This is an optimization exercise on Yosys and OpenROAD, whose aim is small area, a short achievable clock period and few clock cycles per item, not a production implementation. Only simulation tests tie the RTL to the original design; equivalence was not proved. Power is estimated from default activity; no workload was simulated.

## wallace_mac
module wallace_mac (
    input  wire        clk,
    input  wire        arst_n,
    input  wire        req,
    output logic       ack,
    input  wire [15:0] a,
    input  wire [15:0] b,
    input  wire [31:0] acc,
    input  wire        cin,
    output logic [32:0] result
);
==> flow/config.mk <==
export PLATFORM = sky130hd
export DESIGN_NAME = wallace_mac
export DESIGN_NICKNAME = wallace_mac
export VERILOG_FILES = /design/flow/design.v
export SDC_FILE = /design/flow/constraint.sdc
export NUM_CORES = 4
export LEC_CHECK = 0
export CAP_MARGIN = 20
export CORE_MARGIN = 2
export CORE_UTILIZATION = 40
export CTS_BUF_LIST = sky130_fd_sc_hd__clkbuf_8
export SETUP_SLACK_MARGIN = 2.05
export SLEW_MARGIN = 20
export SYNTH_HIERARCHICAL = 1
export SYNTH_MINIMUM_KEEP_SIZE = 0
==> flow/constraint.sdc <==
create_clock -name core_clock -period 6.0 [get_ports {clk}]
set_input_delay 1.2000 -clock core_clock [delete_from_list [all_inputs] [get_ports {clk}]]
set_output_delay 1.2000 -clock core_clock [all_outputs]
set_load 0.01 [all_outputs]
standard.sh (not shown) runs the stock make flow with config.mk's settings and CLKGATE_MAP_FILE= SYNTH_SCRIPT=/design/flow/synth_recipe.tcl, a recipe that flattens the netlist after the stock synthesis.
==> flow/flow/run.sh <==
#!/bin/bash
# The standard layout (the standard.sh: ORFS synthesis and place and route,
# unchanged), except that the port buffers that global placement inserts on
# every input and output use a plain buffer cell rather than the delay cell
# the resizer would pick by default.
set -euo pipefail
export BUFFER_PORTS_ARGS="-buffer_cell ${PORT_BUFFER:-sky130_fd_sc_hd__buf_2}"
bash standard.sh > standard_flow.log 2>&1
The starting point passed the timing, DRC and antenna checks.
Testbench counts at the start, summed over its fixed seeds: cycles 16,000, items 8,000.
==> next run, changes <==
--- a/flow/config.mk
+++ b/flow/config.mk
@@ -12 +12 @@
-export SETUP_SLACK_MARGIN = 2.05
+export SETUP_SLACK_MARGIN = 1.95
Effect:
- The changed run ran to the end with no violations
- total power grows by 7.4%
- via count grows by 2.0%
- cell count grows by 0.38%
- routed wire length grows by 4.1%
- worst setup slack is worse by 0.061 ns
- utilization grows by 0.27 points
==> next run, changes <==
--- a/flow/config.mk
+++ b/flow/config.mk
@@ -12 +12 @@
-export SETUP_SLACK_MARGIN = 1.95
+export SETUP_SLACK_MARGIN = 2.2
The new run ran to the end with no violations.
Final cell count went up slightly.
Setup slack is better by 0.053 ns.
Area after synthesis is unchanged.
Sequential share of layout area went down by 0.45 points.
Wire length stays flat.
Clock power went up by a few percent.
==> next run, changes <==
==> flow/flow/run.sh (replaced) <==
#!/bin/bash
# The standard layout (the standard.sh: ORFS synthesis, then place and
# route), with two changes to how the layout is made:
#  - the port buffers that global placement inserts on every input and output
#    use a plain buffer cell (buf_2) rather than the delay cell the resizer
#    would pick by default;
#  - after the standard synthesis, the a21oi and nand2 gates that ABC mapped at
#    drive strength 2 start at drive strength 1 (same function and pins); the
#    resizer sizes up again whatever timing needs.
# Each step's full output goes to its own log file in this folder (ORFS's own
# per-step logs stay under orfs/logs/).
set -euo pipefail
export BUFFER_PORTS_ARGS="-buffer_cell sky130_fd_sc_hd__buf_2"
R="$PWD/orfs/results/sky130hd/wallace_mac/base"
bash standard.sh "$R/1_2_yosys.v" > synth_flow.log 2>&1
sed -i -E 's/sky130_fd_sc_hd__(a21oi|nand2)_2 /sky130_fd_sc_hd__\1_1 /' "$R/1_2_yosys.v"
grep -c "sky130_fd_sc_hd__a21oi_1 \|sky130_fd_sc_hd__nand2_1 " "$R/1_2_yosys.v" > downsize.log 2>&1 || true
bash standard.sh > standard_flow.log 2>&1
--- a/flow/config.mk
+++ b/flow/config.mk
@@ -12 +12 @@
-export SETUP_SLACK_MARGIN = 2.2
+export SETUP_SLACK_MARGIN = 2.0
Area after synthesis fell by 2.5%; core utilization fell by 0.95 points; sequential power hardly moves; die area goes down by 2.4%; total power decreases by 9.5%; wire length goes up by 1.9%; worst setup slack got worse by 0.076 ns.
==> next run, changes <==
==> flow/flow/run.sh (replaced) <==
#!/bin/bash
# The standard layout (the standard.sh: ORFS synthesis and place and route,
# unchanged), except that the port buffers that global placement inserts on
# every input and output use a plain buffer cell rather than the delay cell
# the resizer would pick by default.
set -euo pipefail
export BUFFER_PORTS_ARGS="-buffer_cell ${PORT_BUFFER:-sky130_fd_sc_hd__buf_2}"
bash standard.sh > standard_flow.log 2>&1
--- a/flow/config.mk
+++ b/flow/config.mk
@@ -12 +12,2 @@
-export SETUP_SLACK_MARGIN = 2.0
+export GPL_ROUTABILITY_DRIVEN = 0
+export SETUP_SLACK_MARGIN = 2.1
After rerunning:
- design area went up by 1.3%
- combinational power shrinks by about 3%
- routed wire length is lower by 2.5%
- sequential share of layout area shrinks by 0.19 points
- setup slack improves by 0.10 ns
- die area rises by 2.5%
- via count decreases by 1.3%
- power goes down by 3.3%
- sequential power hardly moves

========
Setup of v59:
Starting RTL as in the previous note.
clock: 6.0 ns
lec_check: 0
cap_margin: 20
core_margin: 2
core_utilization: 40
cts_buf_list: sky130_fd_sc_hd__clkbuf_8
setup_slack_margin: 2.3
slew_margin: 20
synth_hierarchical: 1
synth_minimum_keep_size: 0
==> flow/flow/run.sh <==
#!/bin/bash
# The standard layout (the standard.sh: ORFS synthesis and place and route,
# unchanged), except that the port buffers that global placement inserts on
# every input and output use a plain buffer cell rather than the delay cell
# the resizer would pick by default.
set -euo pipefail
export BUFFER_PORTS_ARGS="-buffer_cell ${PORT_BUFFER:-sky130_fd_sc_hd__buf_2}"
bash standard.sh > standard_flow.log 2>&1
Testbench counts of v59, summed over its fixed seeds: cycles 16,000, items 8,000.
Here is what was changed in the inputs of v19 compared with v59.
# v59
export LEC_CHECK = 0
export CAP_MARGIN = 20
export CORE_MARGIN = 2
export CORE_UTILIZATION = 40
export CTS_BUF_LIST = sky130_fd_sc_hd__clkbuf_8
export SETUP_SLACK_MARGIN = 2.3
export SLEW_MARGIN = 20
export SYNTH_HIERARCHICAL = 1
export SYNTH_MINIMUM_KEEP_SIZE = 0
create_clock -name core_clock -period 6.0 [get_ports {clk}]
# v19
export LEC_CHECK = 0
export CAP_MARGIN = 20
export CORE_MARGIN = 2
export CORE_UTILIZATION = 40
export CTS_BUF_LIST = sky130_fd_sc_hd__clkbuf_8
export SETUP_SLACK_MARGIN = 2.0
export SLEW_MARGIN = 20
export SYNTH_HIERARCHICAL = 1
export SYNTH_MINIMUM_KEEP_SIZE = 0
create_clock -name core_clock -period 6.0 [get_ports {clk}]
==> summary.txt <==
- v59 → v19: initial antenna violation count picked up an extra 1, end-of-flow core utilization went down by 1.6 points, static leakage shrank by about 2%, post-CTS setup-driven buffer insertion count dropped 2, fmax stayed essentially flat.
Input changes introduced in v18 (baseline for comparison: v19):
# v19
export LEC_CHECK = 0
export CAP_MARGIN = 20
export CORE_MARGIN = 2
export CORE_UTILIZATION = 40
export CTS_BUF_LIST = sky130_fd_sc_hd__clkbuf_8
export SETUP_SLACK_MARGIN = 2.0
export SLEW_MARGIN = 20
export SYNTH_HIERARCHICAL = 1
export SYNTH_MINIMUM_KEEP_SIZE = 0
create_clock -name core_clock -period 6.0 [get_ports {clk}]
# v18
export LEC_CHECK = 0
export CAP_MARGIN = 5
export CORE_MARGIN = 2
export CORE_UTILIZATION = 40
export CTS_BUF_LIST = sky130_fd_sc_hd__clkbuf_8
export SETUP_SLACK_MARGIN = 2.0
export SLEW_MARGIN = 5
export SYNTH_HIERARCHICAL = 1
export SYNTH_MINIMUM_KEEP_SIZE = 0
create_clock -name core_clock -period 6.0 [get_ports {clk}]
--- outcome ---
Compared with v19, in v18 critical path required time did not really move, via count did not really move. Number of nets still failing antenna checks after routing: v19 vs v18 identical. Taking v19 as the reference, in v18 fraction of standard cell area in multi-input logic about even, buffer depth of the longest clock path closely matched the old numbers, maximum frequency was more or less identical, standby leakage power was more or less identical. As far as layout overhead on the synthesized area goes, v19 and v18 are indistinguishable; the numbers are identical. Looking at v18 and v19, the total power is a wash.
[inputs] v1 vs v18
# v18
export LEC_CHECK = 0
export CAP_MARGIN = 5
export CORE_MARGIN = 2
export CORE_UTILIZATION = 40
export CTS_BUF_LIST = sky130_fd_sc_hd__clkbuf_8
export SETUP_SLACK_MARGIN = 2.0
export SLEW_MARGIN = 5
export SYNTH_HIERARCHICAL = 1
export SYNTH_MINIMUM_KEEP_SIZE = 0
create_clock -name core_clock -period 6.0 [get_ports {clk}]
# v1
export LEC_CHECK = 0
export CAP_MARGIN = 20
export CORE_MARGIN = 2
export CORE_UTILIZATION = 40
export CTS_BUF_LIST = sky130_fd_sc_hd__clkbuf_8
export SETUP_SLACK_MARGIN = 2.05
export SLEW_MARGIN = 20
export SYNTH_HIERARCHICAL = 1
export SYNTH_MINIMUM_KEEP_SIZE = 0
create_clock -name core_clock -period 6.0 [get_ports {clk}]
==> flow/flow/run.sh <==
#!/bin/bash
# The standard layout (the standard.sh: ORFS synthesis, then place and
# route), with two changes to how the layout is made:
#  - the port buffers that global placement inserts on every input and output
#    use a plain buffer cell (buf_2) rather than the delay cell the resizer
#    would pick by default;
#  - after the standard synthesis, the a21oi and nand2 gates that ABC mapped at
#    drive strength 2 start at drive strength 1 (same function and pins); the
#    resizer sizes up again whatever timing needs.
# Each step's full output goes to its own log file in this folder (ORFS's own
# per-step logs stay under orfs/logs/).
set -euo pipefail
export BUFFER_PORTS_ARGS="-buffer_cell sky130_fd_sc_hd__buf_2"
R="$PWD/orfs/results/sky130hd/wallace_mac/base"
bash standard.sh "$R/1_2_yosys.v" > synth_flow.log 2>&1
sed -i -E 's/sky130_fd_sc_hd__(a21oi|nand2)_2 /sky130_fd_sc_hd__\1_1 /' "$R/1_2_yosys.v"
grep -c "sky130_fd_sc_hd__a21oi_1 \|sky130_fd_sc_hd__nand2_1 " "$R/1_2_yosys.v" > downsize.log 2>&1 || true
bash standard.sh > standard_flow.log 2>&1
Findings:
Of the two values seen for capturing element of the worst setup path, r_fs_207$_DFF_P_ was produced by v18 and result[28] by v1. Area of the die in v1 is about 2.4% lower than in v18. [compare] base=v18 new=v1: global routing usage on met1 higher, via count higher, gate count after technology mapping roughly the same, length of routed met3 wiring higher. [compare] base=v18 new=v1: worst hold slack across all endpoints saw an increase; utilization went up 1.4 points; routed length per placed instance now larger. Looking at v18 and v1, the area of all placed cells without fillers is a wash. In the flow results for v18 and v1, the setup slack is smaller on v1. Compared with v18, v1 shows a higher power share of the combinational group.

[separate check: timing with driven ports]
In the flow no input, the clock included, has a driving cell. The finished layouts below were timed again as built, in two steps.
Step 1, drivers: a clkbuf_16 drives clk and a buf_2 each remaining input, both assumed.
Step 2 moves the port delays by t, midway between the first and last clock arrival at a register: inputs arrive t later, outputs are due t later. That takes back most of the time a late clock gives input paths.
Three values: no drivers, after step 1, after step 2; two values: the first two.
run | t (ns) | setup slack, ns | worst setup path after step 2 | latest minus earliest clock arrival (ns)
the first run of note 1 | 0.417 | 2.122 / 2.079 / 1.721 | input to register | 0.017 / 0.017
the second run of note 1 | 0.406 | 2.061 / 2.020 / 1.677 | input to register | 0.018 / 0.018
the third run of note 1 | 0.419 | 2.114 / 2.074 / 1.846 | input to register | 0.017 / 0.017
the fourth run of note 1 | 0.415 | 2.038 / 1.995 / 1.690 | input to register | 0.012 / 0.012
the fifth run of note 1 | 0.419 | 2.143 / 2.101 / 1.768 | input to register | 0.015 / 0.015
v59 | 0.414 | 2.095 / 2.055 / 1.906 | input to register | 0.022 / 0.022
v19 | 0.417 | 2.105 / 2.064 / 1.704 | input to register | 0.016 / 0.017
v18 | 0.417 | 2.105 / 2.064 / 1.704 | input to register | 0.016 / 0.017
v1 | 0.407 | 2.034 / 1.994 / 1.702 | input to register | 0.013 / 0.013
After both steps setup and hold are still met in every run listed.
